Background: an optimization exercise with open tools, aiming at small area. Do not read the settings as production practice.
RTL that was checked went through simulation tests only; none was proved equivalent to the original.
Power is estimated from default activity; no workload was simulated.

==> module fir_avg_multi, before the edit <==
module fir_avg_multi
#(
  parameter int W     = fir_avg_pkg::W_DEF,
  parameter int LOG2N = fir_avg_pkg::LOG2N_DEF,
  parameter int CH    = fir_avg_pkg::CH_DEF
) (
  input  logic            clk,
  input  logic            reset,
  input  logic            isValid,
  input  logic            flush,
  input  logic            bypass,
  input  logic [CH*W-1:0] dataIn,
  output logic [CH*W-1:0] dataOut,
  output logic            outValid,
  output logic            filled
);
  localparam int N  = 1 << LOG2N;
  localparam int AW = W + LOG2N;
  logic            accept;
  logic [CH*W-1:0] newest;
  logic [CH*W-1:0] oldest;
  logic [LOG2N-1:0] cnt_q;
  logic             filled_q;
  logic             vld_q;
  logic             byp_q;
  assign accept = isValid & ~flush;
  fir_avg_delay_line #(
    .W     (W),
    .LOG2N (LOG2N),
    .CH    (CH)
  ) u_delay_line (
    .clk    (clk),
    .we     (accept),
    .din    (dataIn),
    .newest (newest),
    .oldest (oldest)
  );
  always_ff @(posedge clk or posedge reset) begin
    if (reset) begin
      cnt_q    <= '0;
      filled_q <= 1'b0;
      vld_q    <= 1'b0;
      byp_q    <= 1'b0;
    end else begin
      vld_q <= accept;
      if (flush) begin
        cnt_q    <= '0;
        filled_q <= 1'b0;
        byp_q    <= 1'b0;
      end else if (accept) begin
        cnt_q    <= cnt_q + LOG2N'(1);
        byp_q    <= bypass;
        if (cnt_q == LOG2N'(N-1)) filled_q <= 1'b1;
      end
    end
  end
  assign outValid = vld_q;
  assign filled   = filled_q;
  for (genvar c = 0; c < CH; c++) begin : g_ch
    logic signed [W-1:0]  smp;
    logic signed [W-1:0]  old;
    logic signed [AW-1:0] acc_q;
    logic signed [AW-1:0] acc_nxt;
    assign smp = accept ? dataIn[c*W +: W] : '0;
    assign old = (accept & filled_q) ? oldest[c*W +: W] : '0;
    assign acc_nxt = acc_q + AW'(smp) - AW'(old);
    always_ff @(posedge clk or posedge reset) begin
      if (reset) acc_q <= '0;
      else       acc_q <= flush ? '0 : acc_nxt;
    end
    assign dataOut[c*W +: W] = byp_q ? newest[c*W +: W] : acc_q[AW-1:LOG2N];
  end
endmodule
clock: 7.0 ns
lec_check: 0
cap_margin: 20
core_margin: 2
core_utilization: 40
cts_buf_list: sky130_fd_sc_hd__clkbuf_8
cts_cluster_diameter: 60
cts_cluster_size: 20
slew_margin: 20
run.sh (not shown) runs the stock make flow with config.mk's settings and CLKGATE_MAP_FILE= SYNTH_SCRIPT=/design/flow/synth_recipe.tcl, a recipe that flattens the netlist after the stock synthesis.
Change:
--- a/flow/design.v
+++ b/flow/design.v
@@ -44,4 +44,5 @@
   localparam int N  = 1 << LOG2N;
   localparam int AW = W + LOG2N;
+  localparam int CIA_BLK = 7;
   logic            accept;
   logic [CH*W-1:0] newest;
@@ -89,7 +90,17 @@
     logic signed [AW-1:0] acc_q;
     logic signed [AW-1:0] acc_nxt;
-    assign smp = accept ? dataIn[c*W +: W] : '0;
-    assign old = (accept & filled_q) ? oldest[c*W +: W] : '0;
-    assign acc_nxt = acc_q + AW'(smp) - AW'(old);
+    assign smp = isValid ? dataIn[c*W +: W] : '0;
+    assign old = (isValid & filled_q) ? oldest[c*W +: W] : '0;
+    logic [AW-1:0] op_a, op_b, op_c, cs_s, cs_c;
+    assign op_a = acc_q;
+    assign op_b = {{LOG2N{smp[W-1]}}, smp};
+    assign op_c = ~{{LOG2N{old[W-1]}}, old};
+    assign cs_s = op_a ^ op_b ^ op_c;
+    assign cs_c = (op_a & op_b) | (op_a & op_c) | (op_b & op_c);
+    fir_avg_cia #(.AW(AW), .BLK(CIA_BLK)) u_cpa (
+      .a   (cs_s),
+      .b   ({cs_c[AW-2:0], 1'b1}),
+      .sum (acc_nxt)
+    );
     always_ff @(posedge clk or posedge reset) begin
       if (reset) acc_q <= '0;
@@ -99,2 +110,34 @@
   end
 endmodule
+module fir_avg_cia
+#(
+  parameter int AW  = fir_avg_pkg::ACC_W_DEF,
+  parameter int BLK = 7
+) (
+  input  logic [AW-1:0] a,
+  input  logic [AW-1:0] b,
+  output logic [AW-1:0] sum
+);
+  localparam int NB = (AW + BLK - 1) / BLK;
+  logic [AW-1:0] s0;      
+  logic [AW-1:0] ones;    
+  logic [NB:0]   cb;      
+  assign cb[0] = 1'b0;
+  for (genvar j = 0; j < NB; j++) begin : g_blk
+    localparam int LO = j * BLK;
+    localparam int HI = (LO + BLK < AW) ? LO + BLK : AW;
+    logic [HI-LO:0] rc;
+    assign rc[0] = 1'b0;
+    for (genvar i = LO; i < HI; i++) begin : g_bit
+      assign s0[i]         = a[i] ^ b[i] ^ rc[i-LO];
+      assign rc[i-LO+1]    = (a[i] & b[i]) | (a[i] & rc[i-LO]) | (b[i] & rc[i-LO]);
+      if (i == LO) begin : g_first
+        assign ones[i] = 1'b1;
+      end else begin : g_next
+        assign ones[i] = ones[i-1] & s0[i-1];
+      end
+      assign sum[i] = s0[i] ^ (cb[j] & ones[i]);
+    end
+    assign cb[j+1] = rc[HI-LO] | (cb[j] & ones[HI-1] & s0[HI-1]);
+  end
+endmodule
The changed run went through all stages and came out clean.
Sequential power rose by about 1%.
Utilization rose by 0.28 points.
Design area fell by 3.8%.
Count of clock-buffer cells in the layout rose by 5.
Setup slack got worse by 1.3 ns.
Clock power rose by 13%.
Combinational power fell by about 30%.
Synthesized cell count fell by 23%.
The RTL of the second run of this note was laid out without a check of its function.

---

Another version of the RTL of fir_avg_multi (not shown whole).
Size: roughly 2400 cells after synthesis, about 830 flip-flops, roughly 100 I/O pins, ~0.028 mm2 of cells after synthesis.
==> module fir_avg_multi, before the edit <==
module fir_avg_multi
#(
  parameter int W     = fir_avg_pkg::W_DEF,
  parameter int LOG2N = fir_avg_pkg::LOG2N_DEF,
  parameter int CH    = fir_avg_pkg::CH_DEF
) (
  input  logic            clk,
  input  logic            reset,
  input  logic            isValid,
  input  logic            flush,
  input  logic            bypass,
  input  logic [CH*W-1:0] dataIn,
  output logic [CH*W-1:0] dataOut,
  output logic            outValid,
  output logic            filled
);
  localparam int N  = 1 << LOG2N;
  localparam int AW = W + LOG2N;
  localparam int CIA_BLK = 8;
  logic            accept;
  logic [CH*W-1:0] din_g;       
  logic [CH*W-1:0] newest;
  logic [CH*W-1:0] oldest_raw;
  logic            inv;
  logic [LOG2N-1:0] cnt_q;
  logic             filled_q;
  logic             vld_q;
  logic             zero_q;     
  logic             sel_avg_q;  
  logic             sel_smp_q;  
  assign accept = isValid & ~flush;
  assign din_g  = {(CH*W){isValid}} & dataIn;
  fir_avg_delay_line #(
    .W     (W),
    .LOG2N (LOG2N),
    .CH    (CH)
  ) u_delay_line (
    .clk        (clk),
    .reset      (reset),
    .we         (isValid),
    .hold       (~isValid),
    .din        (din_g),
    .newest     (newest),
    .oldest_raw (oldest_raw),
    .inv        (inv)
  );
  always_ff @(posedge clk or posedge reset) begin
    if (reset) begin
      cnt_q     <= '0;
      filled_q  <= 1'b0;
      vld_q     <= 1'b0;
      zero_q    <= 1'b1;
      sel_avg_q <= 1'b0;
      sel_smp_q <= 1'b0;
    end else begin
      vld_q  <= accept;
      zero_q <= flush;
      if (flush) begin
        cnt_q     <= '0;
        filled_q  <= 1'b0;
        sel_avg_q <= 1'b0;
        sel_smp_q <= 1'b0;
      end else if (accept) begin
        cnt_q     <= cnt_q + LOG2N'(1);
        sel_avg_q <= ~bypass;
        sel_smp_q <= bypass;
        if (cnt_q == LOG2N'(N-1)) filled_q <= 1'b1;
      end
    end
  end
  assign outValid = vld_q;
  assign filled   = filled_q;
  for (genvar c = 0; c < CH; c++) begin : g_ch
    logic                 smp_v;
    logic                 old_v;
    logic        [W-1:0]  smp_o;
    logic        [W-1:0]  old_o;
    logic        [AW-1:0] acc_n_q;    
    logic signed [AW-1:0] acc_nxt;
    assign smp_v = isValid;
    assign old_v = isValid & filled_q;
    assign smp_o = {~din_g[c*W+W-1], din_g[c*W +: W-1]};
    logic old_v1, old_v0;
    logic [W-1:0] old_raw, old_t;
    assign old_v1  = old_v & ~inv;
    assign old_v0  = old_v & inv;
    assign old_raw = oldest_raw[c*W +: W];
    assign old_t   = ({W{old_v1}} & old_raw) | ({W{old_v0}} & ~old_raw);
    assign old_o   = {~old_t[W-1], old_t[W-2:0]};
    logic [AW-1:0] op_a, op_b, op_c, cs_s, cs_c;
    assign op_a = ~(acc_n_q | {AW{zero_q}});
    assign op_b = {{LOG2N{1'b0}}, smp_o};
    assign op_c = ~{{LOG2N{1'b0}}, old_o};
    assign cs_s = op_a ^ op_b ^ op_c;
    assign cs_c = (op_a & op_b) | (op_a & op_c) | (op_b & op_c);
    localparam int NB = (AW + CIA_BLK - 1) / CIA_BLK;
    logic [AW-1:0] cp_a, cp_b;
    logic [AW-1:0] s0;      
    logic [AW-1:0] ones;    
    logic [NB:0]   cb;      
    assign cp_a  = cs_s;
    assign cp_b  = {cs_c[AW-2:0], 1'b1};
    assign cb[0] = 1'b0;
    for (genvar j = 0; j < NB; j++) begin : g_blk
      localparam int LO = j * CIA_BLK;
      localparam int HI = (LO + CIA_BLK < AW) ? LO + CIA_BLK : AW;
      logic [HI-LO:0] rc;
      assign rc[0] = 1'b0;
      for (genvar i = LO; i < HI; i++) begin : g_bit
        assign s0[i]      = cp_a[i] ^ cp_b[i] ^ rc[i-LO];
        assign rc[i-LO+1] = (cp_a[i] & cp_b[i]) | (rc[i-LO] & (cp_a[i] ^ cp_b[i]));
        if (i == LO) begin : g_first
          assign ones[i] = 1'b1;
        end else begin : g_next
          assign ones[i] = &s0[i-1:LO];
        end
        assign acc_nxt[i] = s0[i] ^ (cb[j] & ones[i]);
      end
      assign cb[j+1] = rc[HI-LO] | (cb[j] & (&s0[HI-1:LO]));
    end
    always_ff @(posedge clk) begin
      acc_n_q <= ~acc_nxt;
    end
    assign dataOut[c*W +: W] = ({W{sel_avg_q}} & ~acc_n_q[AW-1:LOG2N])
                             | ({W{sel_smp_q}} & newest[c*W +: W]);
  end
endmodule
Settings: LEC_CHECK=0, CAP_MARGIN=20, CORE_MARGIN=2, CORE_UTILIZATION=70, PLACE_DENSITY=0.8, SLEW_MARGIN=20, SYNTH_HIERARCHICAL=1, SYNTH_MINIMUM_KEEP_SIZE=0; clock period 7.0 ns.
standard.sh (not shown) runs the stock make flow with config.mk's settings and CLKGATE_MAP_FILE= SYNTH_SCRIPT=/design/flow/synth_recipe.tcl, a recipe that flattens the netlist after the stock synthesis.
==> flow/flow/run.sh <==
#!/bin/bash
# Layout flow: the standard ORFS flow (standard.sh, unchanged synthesis,
# floorplan, power grid and tap cells), with two settings of its own:
#  - port buffers are the smallest buffer (buf_1) instead of the flow's pick;
#  - clock tree: clkbuf_8 buffers in clusters of at most 20 sinks within
#    60 um, and no dummy loads at the leaves.
# make's full output goes to flow_make.log here; ORFS's per-step logs stay
# under orfs/logs/.
set -euo pipefail
bash standard.sh \
  BUFFER_PORTS_ARGS="-buffer_cell sky130_fd_sc_hd__buf_1" \
  CTS_ARGS="-sink_clustering_enable -repair_clock_nets -dont_use_dummy_load -buf_list sky130_fd_sc_hd__clkbuf_8 -sink_clustering_size 20 -sink_clustering_max_diameter 60" \
  finish > flow_make.log 2>&1
==> next run, changes <==
--- a/flow/design.v
+++ b/flow/design.v
@@ -156,7 +156,7 @@
     logic                 old_v;
     logic        [W-1:0]  smp_o;
     logic        [W-1:0]  old_o;
-    logic        [AW-1:0] acc_n_q;    
+    logic signed [AW-1:0] acc_q;
     logic signed [AW-1:0] acc_nxt;
     assign smp_v = isValid;
     assign old_v = isValid & filled_q;
@@ -169,7 +169,7 @@
     assign old_t   = ({W{old_v1}} & old_raw) | ({W{old_v0}} & ~old_raw);
     assign old_o   = {~old_t[W-1], old_t[W-2:0]};
     logic [AW-1:0] op_a, op_b, op_c, cs_s, cs_c;
-    assign op_a = ~(acc_n_q | {AW{zero_q}});
+    assign op_a = zero_q ? '0 : acc_q;
     assign op_b = {{LOG2N{1'b0}}, smp_o};
     assign op_c = ~{{LOG2N{1'b0}}, old_o};
     assign cs_s = op_a ^ op_b ^ op_c;
@@ -200,9 +200,9 @@
       assign cb[j+1] = rc[HI-LO] | (cb[j] & (&s0[HI-1:LO]));
     end
     always_ff @(posedge clk) begin
-      acc_n_q <= ~acc_nxt;
+      acc_q <= acc_nxt;
     end
-    assign dataOut[c*W +: W] = ({W{sel_avg_q}} & ~acc_n_q[AW-1:LOG2N])
+    assign dataOut[c*W +: W] = ({W{sel_avg_q}} & acc_q[AW-1:LOG2N])
                              | ({W{sel_smp_q}} & newest[c*W +: W]);
   end
 endmodule
Synthesized area grows slightly.
Power hardly moves.
Cell area rose slightly.
Routed wire length is higher slightly.
Global-route usage rises by 0.10 points.
Utilization is higher by 0.31 points.
Sequential share of layout area drops by 0.38 points.
Non-clock buffer count went down by 2.

afterwards: timing with drivers on the ports:
The results above use ideal ports. As a check the final layouts listed here were re-extracted and re-timed, cells and wires unchanged.
Step 1: set_driving_cell puts a clkbuf_16 on clk and a buf_2 on each other input, an assumption about the parent block.
Step 2 adds t to the input delays and takes it off the output delays; t is the mean of the earliest and latest rising clock arrival at the registers after step 1. Input paths then give back, and output paths get back, about the clock's delay inside the block.
a / b / c = no drivers / after step 1 / after step 2; a / b = the first two.
run	t (ns)	setup slack, ns	worst slew at a driven data input, ns
the first run of note 1	0.734	1.619 / 1.604 / 0.870	0.15
the second run of note 1	0.724	0.330 / 0.330 / -0.395	0.08
the first run of note 2	0.707	0.530 / 0.556 / -0.140	0.06
the second run of note 2	0.697	0.559 / 0.588 / -0.109	0.04
With both steps, setup timing fails in the second run of note 1, the first run of note 2 and the second run of note 2, where it was met with ideal ports. The setup slack of the first run of note 1, which loses most, moves by -0.015 ns with the drivers and by -0.749 ns with both steps.
